From an optimization exercise on the open Yosys and OpenROAD flow, aimed at small area, a short achievable clock period and few clock cycles; shortcuts taken in it are not production practice. The RTL was checked by simulation tests, not by an equivalence proof against the original design. Power and IR drop assume default switching activity.

== red ==
## movegen_top
module movegen_top #(
  parameter int STACK_DEPTH = movegen_pkg::STACK_DEPTH_DEFAULT
) (
  input  logic                   clk,
  input  logic                   i_rst_n,
  input  logic                   i_pos_valid,
  input  logic                   i_pos_sop,
  input  movegen_pkg::pos_data_t i_pos_data,
  input  logic                   i_wtp,
  input  logic                   i_start,
  output logic                   o_uci_valid,
  output movegen_pkg::uci_move_t o_uci_data,
  output logic                   o_uci_sop,
  output logic                   o_uci_eop
);
  logic                   ld_valid;
  logic                   ld_sop;
  movegen_pkg::pos_data_t ld_data;
  movegen_pkg::square_t   ld_square;
  movegen_pkg::board_t    board;
  movegen_board_load u_board_load (
    .clk         (clk),
    .i_rst_n     (i_rst_n),
    .i_pos_valid (i_pos_valid),
    .i_pos_sop   (i_pos_sop),
    .i_pos_data  (i_pos_data),
    .o_valid     (ld_valid),
    .o_sop       (ld_sop),
    .o_data      (ld_data),
    .o_square    (ld_square),
    .o_board     (board)
  );
  logic [1:0][2:0][6:0] list;
  logic [1:0][1:0]      count;
  logic [1:0]           ovf;
  logic [1:0]           first_v;
  logic [1:0][6:0]      first;
  movegen_piece_stack u_piece_stack (
    .clk       (clk),
    .i_valid   (ld_valid),
    .i_sop     (ld_sop),
    .i_data    (ld_data),
    .i_square  (ld_square),
    .o_list    (list),
    .o_count   (count),
    .o_ovf     (ovf),
    .o_first_v (first_v),
    .o_first   (first)
  );
  logic                 act;
  logic                 side_q;
  logic                 scan_q;
  logic [1:0]           idx_q;
  logic                 nxt_fresh;
  logic                 nxt_has;
  movegen_pkg::square_t nxt_sq;
  logic                 nxt_kn;
  movegen_pkg::square_t cur_sq;
  logic                 cur_kn;
  logic [7:0]           rem_q;
  logic                 empty_q;
  movegen_pkg::square_t scan_sq;
  ...
export LEC_CHECK = 0
export CAP_MARGIN = 20
export CORE_MARGIN = 2
export CORE_UTILIZATION = 65
export CTS_CLUSTER_DIAMETER = 80
export CTS_CLUSTER_SIZE = 24
export SLEW_MARGIN = 20
create_clock -name core_clock -period 9.0 [get_ports {clk}]
standard.sh (not shown) runs the stock make flow with config.mk's settings and CLKGATE_MAP_FILE= SYNTH_SCRIPT=/design/flow/synth_recipe.tcl, a recipe that flattens the netlist after the stock synthesis.
==> flow/flow/run.sh <==
#!/bin/bash
# The standard layout, with timing repair aimed below the clock period: the
# repair steps keep working on any path slower than 9.0 - SETUP_SLACK_MARGIN ns.
# The clock period, constraints and synthesis are the standard flow's own.
set -euo pipefail
export SETUP_SLACK_MARGIN=6.8
bash standard.sh > standard_flow.log 2>&1
red was carried through to the last stage, and its layout satisfied the timing, DRC and antenna checks.
Testbench counts of red, summed over its fixed seeds: cycles 29,871.
Changes in blue relative to red:
Settings: CORE_UTILIZATION changed from 65 to 72.
--- a/flow/flow/run.sh
+++ b/flow/flow/run.sh
@@ -5,3 +5,3 @@
 set -euo pipefail
-export SETUP_SLACK_MARGIN=6.8
+export SETUP_SLACK_MARGIN=6.5
 bash standard.sh > standard_flow.log 2>&1
[summary]
blue ends up with higher non-clock buffer count than red does. Reported for blue and red, flip-flop and latch count turned out identical to the last digit. In blue, the clock network fraction of design power came out 0.5 points above the value in red. Diff red -> blue: via count rose 854, count of inserted tapcells fell about 5%, global-route usage rose 7.1 points, area of the die fell about 9%, final cell count fell 1.1%.
Input changes introduced in green (baseline for comparison: blue):
Settings: a change of CTS_CLUSTER_DIAMETER from 80 to 100; a change of CTS_CLUSTER_SIZE from 24 to 30; a change of CORE_UTILIZATION from 72 to 65.
## What came out
For blue and green, there was not a single run that failed to finish clean.
Summary of green over blue: met2 layer usage reported by global route decreased 17 points, total clock network power decreased about 8%, met3 layer wire length in the routed design decreased 46%, final critical path time including I/O delays and setup decreased 0.011 ns.
[compare] base=blue new=green: combinational group share of total power saw a decrease; total power draw -about 4.3%; peak supply drop now smaller.
Setup changes, green to orange
Settings: CTS_CLUSTER_DIAMETER now 80, was 100; CTS_CLUSTER_SIZE now 24, was 30.
### Flow results
Per the comparison of orange with green, routed length on met3 decreased by 260 microns relative to the old numbers; routed wire length now sits lower. Looking at top layer used by detailed routing, the met4 result is from orange; the met5 one comes from green. Compared orange against green; total via count in the routed design within noise. Against green, orange reports a number of signal-net buffers in the layout that is lower. green -> orange: number of filler instances in the final layout increased slightly. Delta (orange minus green): utilization now sits lower; finished layout cell area saw a decrease; first-pass GRT wire length did not really move; number of setup buffers added after CTS decreased by 9.4% relative to the old numbers.


movegen_top, a different RTL version from the one above (not shown whole).
For scale: roughly 920 cells after synthesis, about 420 flip-flops, about 31 I/O pins.
==> flow/design.v (excerpt) <==
module movegen_top #(
  parameter int STACK_DEPTH = movegen_pkg::STACK_DEPTH_DEFAULT
) (
  input  logic                   clk,
  input  logic                   i_rst_n,
  input  logic                   i_pos_valid,
  input  logic                   i_pos_sop,
  input  movegen_pkg::pos_data_t i_pos_data,
  input  logic                   i_wtp,
  input  logic                   i_start,
  output logic                   o_uci_valid,
  output movegen_pkg::uci_move_t o_uci_data,
  output logic                   o_uci_sop,
  output logic                   o_uci_eop
);
  logic                   ld_valid;
  logic                   ld_sop;
  movegen_pkg::pos_data_t ld_data;
  movegen_pkg::square_t   ld_square;
  movegen_pkg::board_t    board;
  movegen_board_load u_board_load (
    .clk         (clk),
    .i_rst_n     (i_rst_n),
    .i_pos_valid (i_pos_valid),
    .i_pos_sop   (i_pos_sop),
    .i_pos_data  (i_pos_data),
    .o_valid     (ld_valid),
    .o_sop       (ld_sop),
    .o_data      (ld_data),
    .o_square    (ld_square),
    .o_board     (board)
  );
  logic [1:0][2:0][6:0] list;
  logic [1:0][1:0]      count;
  logic [1:0]           ovf;
  logic [1:0]           first_v;
  logic [1:0][6:0]      first;
  movegen_piece_stack u_piece_stack (
    .clk       (clk),
    .i_valid   (ld_valid),
    .i_sop     (ld_sop),
    .i_data    (ld_data),
    .i_square  (ld_square),
    .o_list    (list),
    .o_count   (count),
    .o_ovf     (ovf),
    .o_first_v (first_v),
    .o_first   (first)
  );
  logic                 act;
  logic                 side_q;
  logic                 scan_q;
  logic [1:0]           idx_q;
  logic                 nxt_fresh;
  logic                 nxt_has;
  movegen_pkg::square_t nxt_sq;
  logic                 nxt_kn;
  movegen_pkg::square_t cur_sq;
  logic                 cur_kn;
  logic [7:0]           rem_q;
  logic                 empty_q;
  movegen_pkg::square_t scan_sq;
  logic                 scan_more;
  ...
clock: 9.0 ns
lec_check: 0
cap_margin: 20
core_margin: 2
core_utilization: 65
cts_cluster_diameter: 80
cts_cluster_size: 24
place_density: 0.8
slew_margin: 20
==> flow/flow/run.sh <==
#!/bin/bash
# The standard layout, with timing repair aimed below the clock period: the
# repair steps keep working on any path slower than 9.0 - SETUP_SLACK_MARGIN ns.
# The clock period, constraints and synthesis are the standard flow's own.
set -euo pipefail
export SETUP_SLACK_MARGIN=6.35
bash standard.sh > standard_flow.log 2>&1
Testbench counts at the start, summed over its fixed seeds: cycles 29,871.
==> next run, changes <==
--- a/flow/flow/run.sh
+++ b/flow/flow/run.sh
@@ -5,3 +5,3 @@
 set -euo pipefail
-export SETUP_SLACK_MARGIN=6.35
+export SETUP_SLACK_MARGIN=6.5
 bash standard.sh > standard_flow.log 2>&1
- PLACE_DENSITY: 0.8 -> unset
Outcome: Clock skew increases by 0.0082 ns; first-iteration DRC count climbs by a little under a tenth; global-route usage grows by 0.40 points; combinational power is lower by a few percent; final area went up slightly; worst setup slack gets worse by 0.034 ns; power is lower slightly; sequential power hardly moves.
==> next run, changes <==
--- a/flow/flow/run.sh
+++ b/flow/flow/run.sh
@@ -5,3 +5,3 @@
 set -euo pipefail
-export SETUP_SLACK_MARGIN=6.5
+export SETUP_SLACK_MARGIN=6.25
 bash standard.sh > standard_flow.log 2>&1
What happened:
- sequential share of layout area grows by 1.3 points
- fmax barely changes
- power came out lower by 0.58%
- setup slack hardly moves
- hold slack barely changes
- clock-buffer cell count drops by 1
- core utilization is lower by 1.5 points
- final area came out lower by 2.0%
==> next run, changes <==
--- a/flow/flow/run.sh
+++ b/flow/flow/run.sh
@@ -5,3 +5,3 @@
 set -euo pipefail
-export SETUP_SLACK_MARGIN=6.25
+export SETUP_SLACK_MARGIN=6.35
 bash standard.sh > standard_flow.log 2>&1
Outcome: The changed run passed the timing, DRC and antenna checks. Die area is unchanged. Global-route usage grows by 0.47 points. Combinational power rose by 4.6%. Routed wire length went up by 2.0%. Sequential share of layout area falls by 0.34 points. Critical path depth stays the same. Total power barely changes. First-iteration DRC count came out higher by 10%.

static timing again, ports no longer ideal:
The flow's constraints put no driver on any port. The routed layouts listed below were extracted and timed again, unchanged, in two steps.
Step 1 assumes that a clkbuf_16 drives the clock port and a buf_2 every other input.
Step 2 adds t to the input delays and takes it off the output delays; t is the mean of the earliest and latest rising clock arrival at the registers after step 1. Input paths then give back, and output paths get back, about the clock's delay inside the block.
Slacks: no drivers / after step 1 / after step 2; pairs: no drivers / after step 1.
| run | t (ns) | slack for setup (ns) | worst slew at a driven data input, ns | pins driven straight from the clock port |
|---|---|---|---|---|
| red | 0.581 | 6.146 / 6.095 / 5.838 | 0.10 | 1 |
| blue | 0.587 | 6.153 / 6.100 / 5.766 | 0.19 | 1 |
| green | 0.570 | 6.164 / 6.113 / 5.868 | 0.10 | 1 |
| orange | 0.569 | 6.174 / 6.124 / 5.865 | 0.09 | 1 |
| the first run of note 2 | 0.578 | 6.183 / 6.133 / 5.796 | 0.14 | 1 |
| the second run of note 2 | 0.583 | 6.149 / 6.097 / 5.912 | 0.15 | 1 |
| the third run of note 2 | 0.580 | 6.148 / 6.099 / 5.776 | 0.16 | 1 |
| the fourth run of note 2 | 0.567 | 6.169 / 6.120 / 5.793 | 0.14 | 1 |
After both steps setup and hold are still met in every run listed.
